Context: an optimization exercise on an open-source flow, tuned for small area. The choices shown serve that exercise and are no tape-out recipe.
RTL that was checked went through simulation tests only; none was proved equivalent to the original.
Power figures rest on the tool's default switching activity, not on a simulated workload.

==> module vector_sequencer, before the edit <==
module vector_sequencer #(
  parameter int unsigned QueueDepth = 2
) (
  input  logic                                     clk_i,
  input  logic                                     rst_ni,
  input  logic [20:0]                              req_i,
  input  logic                                     req_valid_i,
  output logic                                     req_ready_o,
  output logic [25:0]                              pe_req_o,
  output logic                                     pe_req_valid_o,
  input  logic [3:0]                               pe_req_ready_i,
  input  logic [15:0]                              pe_done_i,
  output logic [191:0]                             hazard_tbl_o,
  output logic [191:0]                             write_hazard_tbl_o,
  output logic                                     idle_o
);
  localparam int unsigned N = NrVInsn;
  logic [2:0] op;
  logic [4:0] vd, vs1, vs2;
  logic       use_vd, use_vs1, use_vs2;
  assign op      = req_i[20:18];
  assign vd      = req_i[17:13];
  assign vs1     = req_i[12:8];
  assign vs2     = req_i[7:3];
  assign use_vd  = req_i[2];
  assign use_vs1 = req_i[1];
  assign use_vs2 = req_i[0];
  logic [N-1:0] run_q, alive_q, done_mask, new_oh, wr;
  logic [2:0]   next_id;
  logic         accept;
  always_comb begin
    done_mask = '0;
    for (int u = 0; u < NrUnits; u++) begin
      if (pe_done_i[4*u+3]) done_mask[pe_done_i[4*u +: 3]] = 1'b1;
    end
  end
  always_comb begin
    for (int i = 0; i < N; i++) begin
      new_oh[i] = !run_q[i];
      for (int k = 0; k < i; k++) if (!run_q[k]) new_oh[i] = 1'b0;
    end
  end
  always_comb begin
    next_id = '0;
    for (int i = N - 1; i >= 0; i--) begin
      if (!run_q[i]) next_id = i[2:0];
    end
  end
  assign wr = accept ? new_oh : '0;
  always_ff @(posedge clk_i or negedge rst_ni) begin
    if (!rst_ni) begin
      run_q   <= '0;
      alive_q <= '0;
    end else begin
      run_q   <= (run_q & ~done_mask) | wr;
      alive_q <= run_q;
    end
  end
  assign idle_o = ~|run_q;
  logic [1:0] unit;
  logic [NrUnits-1:0] room;
  always_comb begin
    case (op)
      3'd2, 3'd3: unit = 2'd1;
      3'd4:       unit = 2'd2;
      3'd5:       unit = 2'd3;
      default:    unit = 2'd0;
    endcase
  end
  for (genvar u = 0; u < NrUnits; u++) begin : gen_cnt
    logic [1:0] cnt_q;
    logic       inc, dec;
    assign inc = accept && (unit == u);
    assign dec = pe_done_i[4*u+3];
    always_ff @(posedge clk_i or negedge rst_ni) begin
      if (!rst_ni) begin
        cnt_q <= '0;
      end else if (inc && !dec) begin
        cnt_q <= cnt_q + 1'b1;
      end else if (dec && !inc) begin
        cnt_q <= cnt_q - 1'b1;
      end
    end
    assign room[u] = (cnt_q < 2'(QueueDepth));
  end
  logic        hold_q;
  logic [23:0] pe_q;    
  logic [1:0]  pe_unit;
  assign req_ready_o = !hold_q && !(&run_q) && room[unit];
  assign accept      = req_valid_i && req_ready_o;
  always_ff @(posedge clk_i or negedge rst_ni) begin
    if (!rst_ni) begin
      hold_q <= 1'b0;
    end else if (accept) begin
      hold_q <= 1'b1;
    end else if (hold_q && pe_req_ready_i[pe_unit]) begin
      hold_q <= 1'b0;
    end
  end
  always_ff @(posedge clk_i) begin
    if (accept) pe_q <= {next_id, req_i};
  end
  always_comb begin
    case (pe_q[20:18])
      3'd2, 3'd3: pe_unit = 2'd1;
      3'd4:       pe_unit = 2'd2;
      3'd5:       pe_unit = 2'd3;
      default:    pe_unit = 2'd0;
    endcase
  end
  assign pe_req_o       = {pe_q[23:21], pe_unit, pe_q[20:0]};
  assign pe_req_valid_o = hold_q;
  logic [4:0] f_vd [N], f_vs1 [N], f_vs2 [N];
  logic [N-1:0] f_uvd, f_uvs1, f_uvs2;
  always_ff @(posedge clk_i) begin
    for (int j = 0; j < N; j++) begin
      if (!run_q[j]) begin
        f_vd[j]   <= vd;
        f_vs1[j]  <= vs1;
        f_vs2[j]  <= vs2;
        f_uvd[j]  <= use_vd;
        f_uvs1[j] <= use_vs1;
        f_uvs2[j] <= use_vs2;
      end
    end
  end
  logic [4:0] nb [N];
  always_comb begin
    for (int j = 0; j < N; j++) begin
      logic rd2;
      rd2      = f_uvs2[j] && (f_vs2[j] == vd);
      nb[j][0] = use_vs1 && f_uvd[j] && (f_vd[j] == vs1);
      nb[j][1] = use_vs2 && f_uvd[j] && (f_vd[j] == vs2);
      nb[j][2] = use_vd && f_uvd[j] && (f_vd[j] == vd);
      nb[j][3] = use_vd && f_uvs1[j] && (f_vs1[j] == vd) && !rd2;
      nb[j][4] = use_vd && rd2;
    end
  end
  logic [4:0] nm [N];
  always_comb begin
    for (int j = 0; j < N; j++) nm[j] = nb[j] & {5{run_q[j]}};
  end
  for (genvar a = 0; a < N; a++) begin : gen_row
    for (genvar b = 0; b < N; b++) begin : gen_col
      if (a < b) begin : gen_pair
        logic [4:0] sn_q;       
        logic       own_a_q;    
        always_ff @(posedge clk_i) begin
          if (wr[a] || wr[b]) begin
            sn_q    <= ~(nm[a] | nm[b]);
            own_a_q <= wr[a];
          end
        end
        logic show_ab, show_ba;
        assign show_ab = own_a_q && alive_q[b];
        assign show_ba = !own_a_q && alive_q[a];
        assign hazard_tbl_o[a*24 + b*3 +: 3]       = ~sn_q[2:0] & {3{show_ab}};
        assign write_hazard_tbl_o[a*24 + b*3 +: 3] = ~{sn_q[2], sn_q[4:3]} & {3{show_ab}};
        assign hazard_tbl_o[b*24 + a*3 +: 3]       = ~sn_q[2:0] & {3{show_ba}};
        assign write_hazard_tbl_o[b*24 + a*3 +: 3] = ~{sn_q[2], sn_q[4:3]} & {3{show_ba}};
      end else if (a == b) begin : gen_diag
        assign hazard_tbl_o[a*24 + a*3 +: 3]       = '0;
        assign write_hazard_tbl_o[a*24 + a*3 +: 3] = '0;
      end
    end
  end
endmodule
export LEC_CHECK = 0
export CAP_MARGIN = 20
export CORE_MARGIN = 2
export CORE_UTILIZATION = 70
export SLEW_MARGIN = 20
create_clock -name core_clock -period 5.0 [get_ports {clk_i}]
standard.sh (not shown) runs the stock make flow with config.mk's settings and CLKGATE_MAP_FILE= SYNTH_SCRIPT=/design/flow/synth_recipe.tcl, a recipe that flattens the netlist after the stock synthesis.
==> flow/flow/run.sh <==
#!/bin/bash
# The standard layout (standard.sh) with three changes:
#  - synthesis maps logic with an area-oriented ABC script (flow/abc_area_deep.script) in place
#    of ORFS's abc_speed.script; everything else in synthesis is unchanged, so the registers
#    are the standard synthesis's
#  - port buffers use the smallest buffer, sky130_fd_sc_hd__buf_1
#  - CTS uses clkbuf_8 with smaller sink clusters and inserts no dummy clock loads
set -euo pipefail
HERE=$(pwd)
rm -rf "$HERE/scripts_abc"
cp -r "$FLOW_HOME/scripts" "$HERE/scripts_abc"
cp "$HERE/flow/abc_area_deep.script" "$HERE/scripts_abc/abc_speed.script"
export BUFFER_PORTS_ARGS="-buffer_cell sky130_fd_sc_hd__buf_1"
export CTS_ARGS="-sink_clustering_enable -repair_clock_nets -dont_use_dummy_load -sink_clustering_size 16 -sink_clustering_max_diameter 50 -buf_list sky130_fd_sc_hd__clkbuf_8"
bash standard.sh SCRIPTS_DIR="$HERE/scripts_abc" finish > standard.log 2>&1
==> flow/flow/abc_area_deep.script <==
&get -n
&st
&deepsyn -T 30
&dch -f
&nf -R 1000 -p -F 8 -A 4
&put
Edit:
--- a/flow/design.v
+++ b/flow/design.v
@@ -122,11 +122,11 @@
   always_ff @(posedge clk_i) begin
     for (int j = 0; j < N; j++) begin
-      if (!run_q[j]) begin
-        f_vd[j]   <= vd;
-        f_vs1[j]  <= vs1;
-        f_vs2[j]  <= vs2;
-        f_uvd[j]  <= use_vd;
-        f_uvs1[j] <= use_vs1;
-        f_uvs2[j] <= use_vs2;
+      if (pe_q[23:21] == j) begin
+        f_vd[j]   <= pe_q[17:13];
+        f_vs1[j]  <= pe_q[12:8];
+        f_vs2[j]  <= pe_q[7:3];
+        f_uvd[j]  <= pe_q[2];
+        f_uvs1[j] <= pe_q[1];
+        f_uvs2[j] <= pe_q[0];
       end
     end
Effect:
- The changed run passed the timing, DRC and antenna checks
- worst setup slack degrades by 0.32 ns
- wire length climbs by a few percent
- non-clock buffer count drops by 20
- clock power climbs by a few percent
- area after synthesis climbs slightly
- cell area stays flat
- power climbs by a few percent
- cell count drops slightly
- global-route usage climbs by 1.8 points
- maximum frequency drops by a little under a tenth
- die area climbs slightly
- hold slack improves by 0.055 ns
No functional check of the RTL was part of the second run of this note.

## afterwards: timing with drivers on the ports
Ports are ideal in the flow. The routed layouts listed here were re-timed in OpenROAD. Step 1, drivers: a clkbuf_16 drives clk_i and a buf_2 each remaining input, both assumed. Step 2 times the ports against the registers' clock, not the clock port: input delays grow and output delays shrink by t, the midpoint of the rising clock arrivals with the driver on. Three values: ideal, step 1, step 2; two values: the first two.
run | shift t [ns] | slack for setup (ns) | slew at the worst register clock pin (ns)
the first run | 0.635 | 1.317 / 1.343 / 0.708 | 0.10 / 0.10
the second run | 0.574 | 0.995 / 0.995 / 0.575 | 0.11 / 0.11
After both steps every run listed still meets setup and hold. The setup slack of the first run, which loses most, moves by +0.026 ns with the drivers and by -0.609 ns with both steps.
